Context: an optimization exercise on an open-source flow, tuned for small area, a short achievable clock period and few clock cycles. The choices shown serve that exercise and are no tape-out recipe.
No activity file was given, so power comes from the tool's default toggle rates.

==> flow/design.v <==
package art_pkg;
  localparam int unsigned ENTRIES_DEF      = 64;
  localparam int unsigned MAX_SUBJECTS_DEF = 16;
  localparam int unsigned MAX_OBJECTS_DEF  = 16;
  localparam int unsigned CFG_W = 5;
  localparam int unsigned LIST_MAX = 16;
  localparam logic [2:0] MODE_ADD  = 3'd0;
  localparam logic [2:0] MODE_REM  = 3'd1;
  localparam logic [2:0] MODE_NEW  = 3'd2;
  localparam logic [2:0] MODE_DEL  = 3'd3;
  localparam logic [2:0] MODE_OCC  = 3'd4;
  localparam logic [2:0] MODE_LIST = 3'd5;
  localparam logic [1:0] ST_DONE = 2'd0;
  localparam logic [1:0] ST_NEW  = 2'd1;
  localparam logic [1:0] ST_NONE = 2'd2;
  localparam logic [1:0] ST_FULL = 2'd3;
  localparam logic CFG_INIT_SUBJ = 1'b0;
  localparam logic CFG_OBJ_CNT   = 1'b1;
  localparam logic [1:0] RIGHTS_RW = 2'b11;
  typedef struct packed {
    logic start;     
    logic scan;      
    logic append;    
    logic finish;    
    logic emit;      
  } art_cmd_t;
  typedef struct packed {
    logic scan_done;   
    logic list_left;   
  } art_sts_t;
endpackage
module access_rights_table_unit
#(
  parameter int unsigned ENTRIES      = art_pkg::ENTRIES_DEF,
  parameter int unsigned MAX_SUBJECTS = art_pkg::MAX_SUBJECTS_DEF,
  parameter int unsigned MAX_OBJECTS  = art_pkg::MAX_OBJECTS_DEF
) (
  input  logic             clk_i,
  input  logic             rst_ni,
  input  logic             cfg_we_i,
  input  logic             cfg_idx_i,
  input  logic [art_pkg::CFG_W-1:0] cfg_data_i,
  input  logic             s_axis_tvalid,
  output logic             s_axis_tready,
  input  logic [15:0]      s_axis_tdata,   
  output logic             m_axis_tvalid,
  input  logic             m_axis_tready,
  output logic [31:0]      m_axis_tdata,   
  output logic             m_axis_tlast
);
  localparam int N = 64;
  logic        hv_q, sv_q;           
  logic [12:0] sc_q;                 
  logic [12:3] hc_q;                 
  logic        push, pop, load;
  assign s_axis_tready = !sv_q;
  assign push = s_axis_tvalid && !sv_q;
  assign load = pop || (push && !hv_q);
  logic [3:0] cs, co;
  logic [1:0] cm;
  assign cs   = hc_q[6:3];
  assign co   = hc_q[10:7];
  assign cm   = hc_q[12:11];
  logic m_add, m_rem, m_new, m_del, m_occ, m_list;
  logic [12:0] nh;
  logic [3:0]  hi_d;
  always_comb begin
    nh = sv_q ? sc_q : s_axis_tdata[12:0];
    if (nh[2:0] == art_pkg::MODE_OCC) nh[6:3] = hi_d;
  end
  logic [3:0] subj_q [0:N-1];
  logic [3:0] obj_q  [0:N-1];
  logic [1:0] rts_q  [0:N-1];
  logic [6:0] count_q;               
  logic       cinc_q, cdec_q;        
  logic [3:0] hi_q;                  
  logic [15:0] gone_q;
  logic [15:0] below_q;              
  logic [4:0] added_q, init_q;
  logic [4:0] objc_q;                
  logic       dany_q;                
  logic [6:0] ptr_q;                 
  logic        o0v_q, o0l_q;
  logic [23:0] o0d_q;
  logic ofree, step;
  assign ofree = !o0v_q || m_axis_tready;
  assign step = hv_q && ofree;
  logic use_s, use_o;
  assign use_s = !m_list;
  assign use_o = m_add || m_rem || m_list;
  logic [N-1:0] valid, p;
  always_comb begin
    for (int i = 0; i < N; i++) begin
      valid[i] = (rts_q[i] != 2'b00);
      p[i] = valid[i] && (!use_s || subj_q[i] == cs) && (!use_o || obj_q[i] == co) &&
             (ptr_q[6] || (6'(i) < ptr_q[5:0]));
    end
  end
  logic [7:0] g_any, g_mul;
  logic [2:0] g_idx [0:7];
  logic [3:0] g_sub [0:7];
  always_comb
    for (int g = 0; g < 8; g++) begin
      logic [7:0] pg, hot;
      logic       seen;
      pg = p[8*g +: 8];
      seen = 1'b0;
      for (int j = 7; j >= 0; j--) begin
        hot[j] = pg[j] && !seen;
        seen = seen || pg[j];
      end
      g_any[g] = |pg;
      g_mul[g] = 1'b0;
      for (int j = 0; j < 8; j++)
        for (int k = j + 1; k < 8; k++) g_mul[g] = g_mul[g] | (pg[j] & pg[k]);
      g_idx[g] = '0;
      g_sub[g] = '0;
      for (int j = 0; j < 8; j++) begin
        g_idx[g] = g_idx[g] | (hot[j] ? 3'(j) : 3'd0);
        g_sub[g] = g_sub[g] | (hot[j] ? subj_q[8*g+j] : 4'd0);
      end
    end
  logic       any_p, multi;
  logic [5:0] hidx;
  logic [3:0] hsubj;
  always_comb begin
    logic [7:0] ghot;
    logic       seen, two;
    seen = 1'b0;
    for (int g = 7; g >= 0; g--) begin
      ghot[g] = g_any[g] && !seen;
      seen = seen || g_any[g];
    end
    any_p = |g_any;
    two = 1'b0;
    for (int g = 0; g < 8; g++)
      for (int k = g + 1; k < 8; k++) two = two | (g_any[g] & g_any[k]);
    multi = two || (|g_mul);
    hidx = '0;
    hsubj = '0;
    for (int g = 0; g < 8; g++) begin
      hidx = hidx | (ghot[g] ? {3'(g), g_idx[g]} : 6'd0);
      hsubj = hsubj | (ghot[g] ? g_sub[g] : 4'd0);
    end
  end
  logic remz;
  always_comb begin
    remz = 1'b0;
    for (int i = 0; i < N; i++)
      remz = remz | (p[i] && ((rts_q[i] & ~cm) == 2'b00));
  end
  logic [N-1:0] sh;
  logic [7:0]   gall, gpre;
  always_comb begin
    for (int g = 0; g < 8; g++) gall[g] = &valid[8*g +: 8];
    gpre[0] = 1'b1;
    for (int g = 1; g < 8; g++) gpre[g] = gpre[g-1] & gall[g-1];
    for (int i = 0; i < N; i++) begin
      sh[i] = gpre[i / 8];
      for (int j = 8 * (i / 8); j < i; j++) sh[i] = sh[i] & valid[j];
    end
  end
  logic [5:0] tot_raw;
  logic       tfull;
  logic [4:0] total;
  assign tot_raw = {1'b0, init_q} + {1'b0, added_q};
  assign tfull = (tot_raw >= 6'd16);
  assign total = tfull ? 5'd16 : tot_raw[4:0];
  logic sub_ok, tfull_tab, shift, ins;
  assign sub_ok = below_q[cs] && !gone_q[cs];
  assign tfull_tab = gpre[7] && gall[7];
  assign shift = step && m_add && sub_ok && (cm != 2'b00) && !tfull_tab;
  assign ins = shift && !any_p;
  logic occ_done, emit, done, last;
  logic empty;
  assign empty = !(|valid);
  assign occ_done = any_p || empty;
  always_comb begin
    emit = 1'b1; done = 1'b1; last = 1'b1;
    if (m_del && any_p) begin emit = 1'b0; done = 1'b0; end
    if (m_occ && !occ_done) begin emit = 1'b0; done = 1'b0; end
    if (m_list && multi) begin done = 1'b0; last = 1'b0; end
  end
  assign pop = step && done;
  logic [4:0] rows;
  assign rows = empty ? 5'd0 : {1'b0, cs} + 5'd1;
  logic [6:0] count;
  assign count = cinc_q ? count_q + 7'd1 : (cdec_q ? count_q - 7'd1 : count_q);
  assign hi_d = (ins && cs > hi_q) ? cs :
                (step && m_occ && !occ_done) ? cs - 4'd1 : hi_q;
  logic [1:0] st;
  logic [4:0] so;
  always_comb begin
    st = art_pkg::ST_NONE;
    so = '0;
    if (m_add) begin
      if (any_p) st = art_pkg::ST_DONE;
      else if (sub_ok) begin
        if (cm == 2'b00) st = art_pkg::ST_DONE;
        else if (tfull_tab) st = art_pkg::ST_FULL;
        else st = art_pkg::ST_NEW;
      end
    end
    if (m_rem && any_p) st = art_pkg::ST_DONE;
    if (m_new) begin
      if (tfull) begin st = art_pkg::ST_FULL; so = 5'd16; end
      else begin st = art_pkg::ST_DONE; so = total + 5'd1; end
    end
    if (m_del && dany_q) st = art_pkg::ST_DONE;
    if (m_occ) st = art_pkg::ST_DONE;
    if (m_list && any_p) begin st = art_pkg::ST_DONE; so = {1'b0, hsubj}; end
  end
  logic [8:0] cells;
  assign cells = 9'(rows * objc_q);
  logic [23:0] res;
  assign res = {m_occ, m_occ ? count : 7'd0, m_occ ? cells : 9'd0, m_occ ? rows : so, st};
  logic [1:0] rorm, randm;
  assign rorm  = m_add ? cm : 2'b00;
  assign randm = m_rem ? ~cm : (m_add ? 2'b11 : 2'b00);
  always_ff @(posedge clk_i) begin
    for (int i = 0; i < N; i++) begin
      if (shift && sh[i]) begin
        subj_q[i] <= (i == 0) ? cs : subj_q[(i == 0) ? 0 : i-1];
        obj_q[i]  <= (i == 0) ? co : obj_q[(i == 0) ? 0 : i-1];
      end
    end
  end
  always_ff @(posedge clk_i or negedge rst_ni) begin
    if (!rst_ni) begin
      for (int i = 0; i < N; i++) rts_q[i] <= 2'b00;
    end else begin
      for (int i = 0; i < N; i++) begin
        if (shift && sh[i]) begin
          if (i == 0) rts_q[i] <= any_p ? 2'b00 : cm;
          else rts_q[i] <= rts_q[(i == 0) ? 0 : i-1] | (p[(i == 0) ? 0 : i-1] ? cm : 2'b00);
        end else if (step && (((m_add || m_rem) && p[i]) || (m_del && !ptr_q[6] && ptr_q[5:0] == 6'(i))))
          rts_q[i] <= (rts_q[i] | rorm) & randm;
      end
    end
  end
  logic [4:0]  init_d, added_d;
  logic [15:0] gone_d, below_d;
  logic [5:0]  tot_d;
  always_comb begin
    init_d = (cfg_we_i && cfg_idx_i == art_pkg::CFG_INIT_SUBJ) ? cfg_data_i : init_q;
    added_d = (step && m_new && !tfull) ? added_q + 5'd1 : added_q;
    gone_d = gone_q;
    if (step && m_del && !any_p && dany_q) gone_d[cs] = 1'b1;
    tot_d = {1'b0, init_d} + {1'b0, added_d};
    for (int k = 0; k < 16; k++) below_d[k] = (6'(k) < tot_d);
  end
  always_ff @(posedge clk_i) begin
    if (ofree) begin
      o0d_q <= res;
      o0l_q <= last;
    end
    if (!sv_q) sc_q <= s_axis_tdata[12:0];
  end
  always_ff @(posedge clk_i or negedge rst_ni) begin
    if (!rst_ni) begin
      hv_q <= 1'b0; sv_q <= 1'b0; hc_q <= '0;
      m_add <= 1'b0; m_rem <= 1'b0; m_new <= 1'b0; m_del <= 1'b0; m_occ <= 1'b0; m_list <= 1'b0;
      count_q <= '0; cinc_q <= 1'b0; cdec_q <= 1'b0; hi_q <= '0; gone_q <= '0; added_q <= '0;
      init_q <= 5'd2; objc_q <= 5'd2; below_q <= 16'h0003;
      ptr_q <= 7'd64; dany_q <= 1'b0;
      o0v_q <= 1'b0;
    end else begin
      if (cfg_we_i && cfg_idx_i == art_pkg::CFG_OBJ_CNT)
        objc_q <= (cfg_data_i > 5'd16) ? 5'd16 : cfg_data_i;
      init_q <= init_d;
      added_q <= added_d;
      gone_q <= gone_d;
      below_q <= below_d;
      if (load) begin
        hc_q <= nh[12:3];
        m_add  <= (nh[2:0] == art_pkg::MODE_ADD);
        m_rem  <= (nh[2:0] == art_pkg::MODE_REM);
        m_new  <= (nh[2:0] == art_pkg::MODE_NEW);
        m_del  <= (nh[2:0] == art_pkg::MODE_DEL);
        m_occ  <= (nh[2:0] == art_pkg::MODE_OCC);
        m_list <= (nh[2:0] == art_pkg::MODE_LIST);
      end else if (step && m_occ && !occ_done) begin
        hc_q[6:3] <= hc_q[6:3] - 4'd1;
      end
      if (pop) begin
        if (sv_q) sv_q <= push;
        else hv_q <= push;
      end else if (push) begin
        if (!hv_q) hv_q <= 1'b1;
        else sv_q <= 1'b1;
      end
      if (step) begin
        ptr_q <= (done || m_occ) ? 7'd64 : {1'b0, hidx};
        dany_q <= done ? 1'b0 : (dany_q || (m_del && any_p));
      end
      count_q <= count;
      cinc_q <= ins;
      cdec_q <= step && ((m_rem && any_p && remz) || (m_del && !ptr_q[6]));
      hi_q <= hi_d;
      if (ofree) o0v_q <= step && emit;
    end
  end
  logic       o_occ;
  logic [4:0] o_x;
  assign o_occ = o0d_q[23];
  assign o_x = o0d_q[6:2];
  assign m_axis_tvalid = o0v_q;
  assign m_axis_tdata  = {4'b0, o0d_q[22:7], o_occ ? o_x : 5'd0,
                          o_occ ? 5'd0 : o_x, o0d_q[1:0]};
  assign m_axis_tlast  = o0l_q;
endmodule
Settings: LEC_CHECK=0, CAP_MARGIN=20, CORE_MARGIN=2, CORE_UTILIZATION=40, CTS_CLUSTER_DIAMETER=80, CTS_CLUSTER_SIZE=30, PLACE_DENSITY=0.6, SETUP_SLACK_MARGIN=3.3, SLEW_MARGIN=20; clock period 8.0 ns.
run.sh (not shown) runs the stock make flow with config.mk's settings and CLKGATE_MAP_FILE= SYNTH_SCRIPT=/design/flow/synth_recipe.tcl, a recipe that flattens the netlist after the stock synthesis.
Rerun with:
--- a/flow/design.v
+++ b/flow/design.v
@@ -70,10 +70,9 @@
   end
   logic [3:0] subj_q [0:N-1];
   logic [3:0] obj_q  [0:N-1];
   logic [1:0] rts_q  [0:N-1];
-  logic [6:0] count_q;               
-  logic       cinc_q, cdec_q;        
+  logic [6:0] count_q;
   logic [3:0] hi_q;                  
   logic [15:0] gone_q;
   logic [15:0] below_q;              
   logic [4:0] added_q, init_q;
@@ -92,9 +91,9 @@
   always_comb begin
     for (int i = 0; i < N; i++) begin
       valid[i] = (rts_q[i] != 2'b00);
       p[i] = valid[i] && (!use_s || subj_q[i] == cs) && (!use_o || obj_q[i] == co) &&
-             (ptr_q[6] || (6'(i) < ptr_q[5:0]));
+             (!m_list || ptr_q[6] || (6'(i) < ptr_q[5:0]));
     end
   end
   logic [7:0] g_any, g_mul;
   logic [2:0] g_idx [0:7];
@@ -167,26 +166,22 @@
   assign tfull = (tot_raw >= 6'd16);
   assign total = tfull ? 5'd16 : tot_raw[4:0];
   logic sub_ok, tfull_tab, shift, ins;
   assign sub_ok = below_q[cs] && !gone_q[cs];
-  assign tfull_tab = gpre[7] && gall[7];
+  assign tfull_tab = count_q[6];
   assign shift = step && m_add && sub_ok && (cm != 2'b00) && !tfull_tab;
   assign ins = shift && !any_p;
   logic occ_done, emit, done, last;
-  logic empty;
-  assign empty = !(|valid);
-  assign occ_done = any_p || empty;
+  assign occ_done = any_p || (count_q == 7'd0);
   always_comb begin
     emit = 1'b1; done = 1'b1; last = 1'b1;
-    if (m_del && any_p) begin emit = 1'b0; done = 1'b0; end
+    if (m_del && multi) begin emit = 1'b0; done = 1'b0; end
     if (m_occ && !occ_done) begin emit = 1'b0; done = 1'b0; end
     if (m_list && multi) begin done = 1'b0; last = 1'b0; end
   end
   assign pop = step && done;
   logic [4:0] rows;
-  assign rows = empty ? 5'd0 : {1'b0, cs} + 5'd1;
-  logic [6:0] count;
-  assign count = cinc_q ? count_q + 7'd1 : (cdec_q ? count_q - 7'd1 : count_q);
+  assign rows = (count_q == 7'd0) ? 5'd0 : {1'b0, cs} + 5'd1;
   assign hi_d = (ins && cs > hi_q) ? cs :
                 (step && m_occ && !occ_done) ? cs - 4'd1 : hi_q;
   logic [1:0] st;
   logic [4:0] so;
@@ -205,16 +200,16 @@
     if (m_new) begin
       if (tfull) begin st = art_pkg::ST_FULL; so = 5'd16; end
       else begin st = art_pkg::ST_DONE; so = total + 5'd1; end
     end
-    if (m_del && dany_q) st = art_pkg::ST_DONE;
+    if (m_del && (any_p || dany_q)) st = art_pkg::ST_DONE;
     if (m_occ) st = art_pkg::ST_DONE;
     if (m_list && any_p) begin st = art_pkg::ST_DONE; so = {1'b0, hsubj}; end
   end
   logic [8:0] cells;
   assign cells = 9'(rows * objc_q);
   logic [23:0] res;
-  assign res = {m_occ, m_occ ? count : 7'd0, m_occ ? cells : 9'd0, m_occ ? rows : so, st};
+  assign res = {m_occ, m_occ ? count_q : 7'd0, m_occ ? cells : 9'd0, m_occ ? rows : so, st};
   logic [1:0] rorm, randm;
   assign rorm  = m_add ? cm : 2'b00;
   assign randm = m_rem ? ~cm : (m_add ? 2'b11 : 2'b00);
   always_ff @(posedge clk_i) begin
@@ -232,9 +227,9 @@
       for (int i = 0; i < N; i++) begin
         if (shift && sh[i]) begin
           if (i == 0) rts_q[i] <= any_p ? 2'b00 : cm;
           else rts_q[i] <= rts_q[(i == 0) ? 0 : i-1] | (p[(i == 0) ? 0 : i-1] ? cm : 2'b00);
-        end else if (step && (((m_add || m_rem) && p[i]) || (m_del && !ptr_q[6] && ptr_q[5:0] == 6'(i))))
+        end else if (step && (((m_add || m_rem) && p[i]) || (m_del && p[i] && hidx == 6'(i))))
           rts_q[i] <= (rts_q[i] | rorm) & randm;
       end
     end
   end
@@ -244,9 +239,9 @@
   always_comb begin
     init_d = (cfg_we_i && cfg_idx_i == art_pkg::CFG_INIT_SUBJ) ? cfg_data_i : init_q;
     added_d = (step && m_new && !tfull) ? added_q + 5'd1 : added_q;
     gone_d = gone_q;
-    if (step && m_del && !any_p && dany_q) gone_d[cs] = 1'b1;
+    if (step && m_del && !multi && (any_p || dany_q)) gone_d[cs] = 1'b1;
     tot_d = {1'b0, init_d} + {1'b0, added_d};
     for (int k = 0; k < 16; k++) below_d[k] = (6'(k) < tot_d);
   end
   always_ff @(posedge clk_i) begin
@@ -259,9 +254,9 @@
   always_ff @(posedge clk_i or negedge rst_ni) begin
     if (!rst_ni) begin
       hv_q <= 1'b0; sv_q <= 1'b0; hc_q <= '0;
       m_add <= 1'b0; m_rem <= 1'b0; m_new <= 1'b0; m_del <= 1'b0; m_occ <= 1'b0; m_list <= 1'b0;
-      count_q <= '0; cinc_q <= 1'b0; cdec_q <= 1'b0; hi_q <= '0; gone_q <= '0; added_q <= '0;
+      count_q <= '0; hi_q <= '0; gone_q <= '0; added_q <= '0;
       init_q <= 5'd2; objc_q <= 5'd2; below_q <= 16'h0003;
       ptr_q <= 7'd64; dany_q <= 1'b0;
       o0v_q <= 1'b0;
     end else begin
@@ -289,14 +284,14 @@
         if (!hv_q) hv_q <= 1'b1;
         else sv_q <= 1'b1;
       end
       if (step) begin
-        ptr_q <= (done || m_occ) ? 7'd64 : {1'b0, hidx};
+        ptr_q <= done ? 7'd64 : {1'b0, hidx};
         dany_q <= done ? 1'b0 : (dany_q || (m_del && any_p));
       end
-      count_q <= count;
-      cinc_q <= ins;
-      cdec_q <= step && ((m_rem && any_p && remz) || (m_del && !ptr_q[6]));
+      if (ins) count_q <= count_q + 7'd1;
+      else if (step && ((m_rem && any_p && remz) || (m_del && any_p)))
+        count_q <= count_q - 7'd1;
       hi_q <= hi_d;
       if (ofree) o0v_q <= step && emit;
     end
   end
=> The changed run went through all stages and came out clean. Clock-buffer cell count rose by 2. Final cell count goes up by about 4%. Clock power increases by about 1%. Die area rises by 1.7%. Worst setup slack is about the same. Global-route usage rose by 2.3 points.
Function was not checked in any run of this note: the RTL went through the layout flow alone.

[static timing again, ports no longer ideal]
In the flow no input, the clock included, has a driving cell. The finished layouts below were timed again as built, in two steps.
Step 1 (the two cells are an assumption about what drives the block):
set clk [get_ports {clk_i}]
set_driving_cell -lib_cell sky130_fd_sc_hd__clkbuf_16 $clk
set_driving_cell -lib_cell sky130_fd_sc_hd__buf_2 [delete_from_list [all_inputs] $clk]
Step 2 also shifts input and output timing later by t, the mid clock arrival at the registers, as if the neighbouring blocks saw the same clock.
Three values: ideal, step 1, step 2; two values: the first two.
run | t (ns) | slack for setup (ns) | worst hold slack (ns)
the first run | 0.719 | 3.170 / 3.170 / 2.708 | 0.459 / 0.459 / 0.459
the second run | 0.748 | 3.168 / 3.168 / 2.732 | 0.456 / 0.456 / 0.456
After both steps setup and hold are still met in every run listed. The setup slack of the first run, which loses most, moves by 0.000 ns with the drivers and by -0.462 ns with both steps.
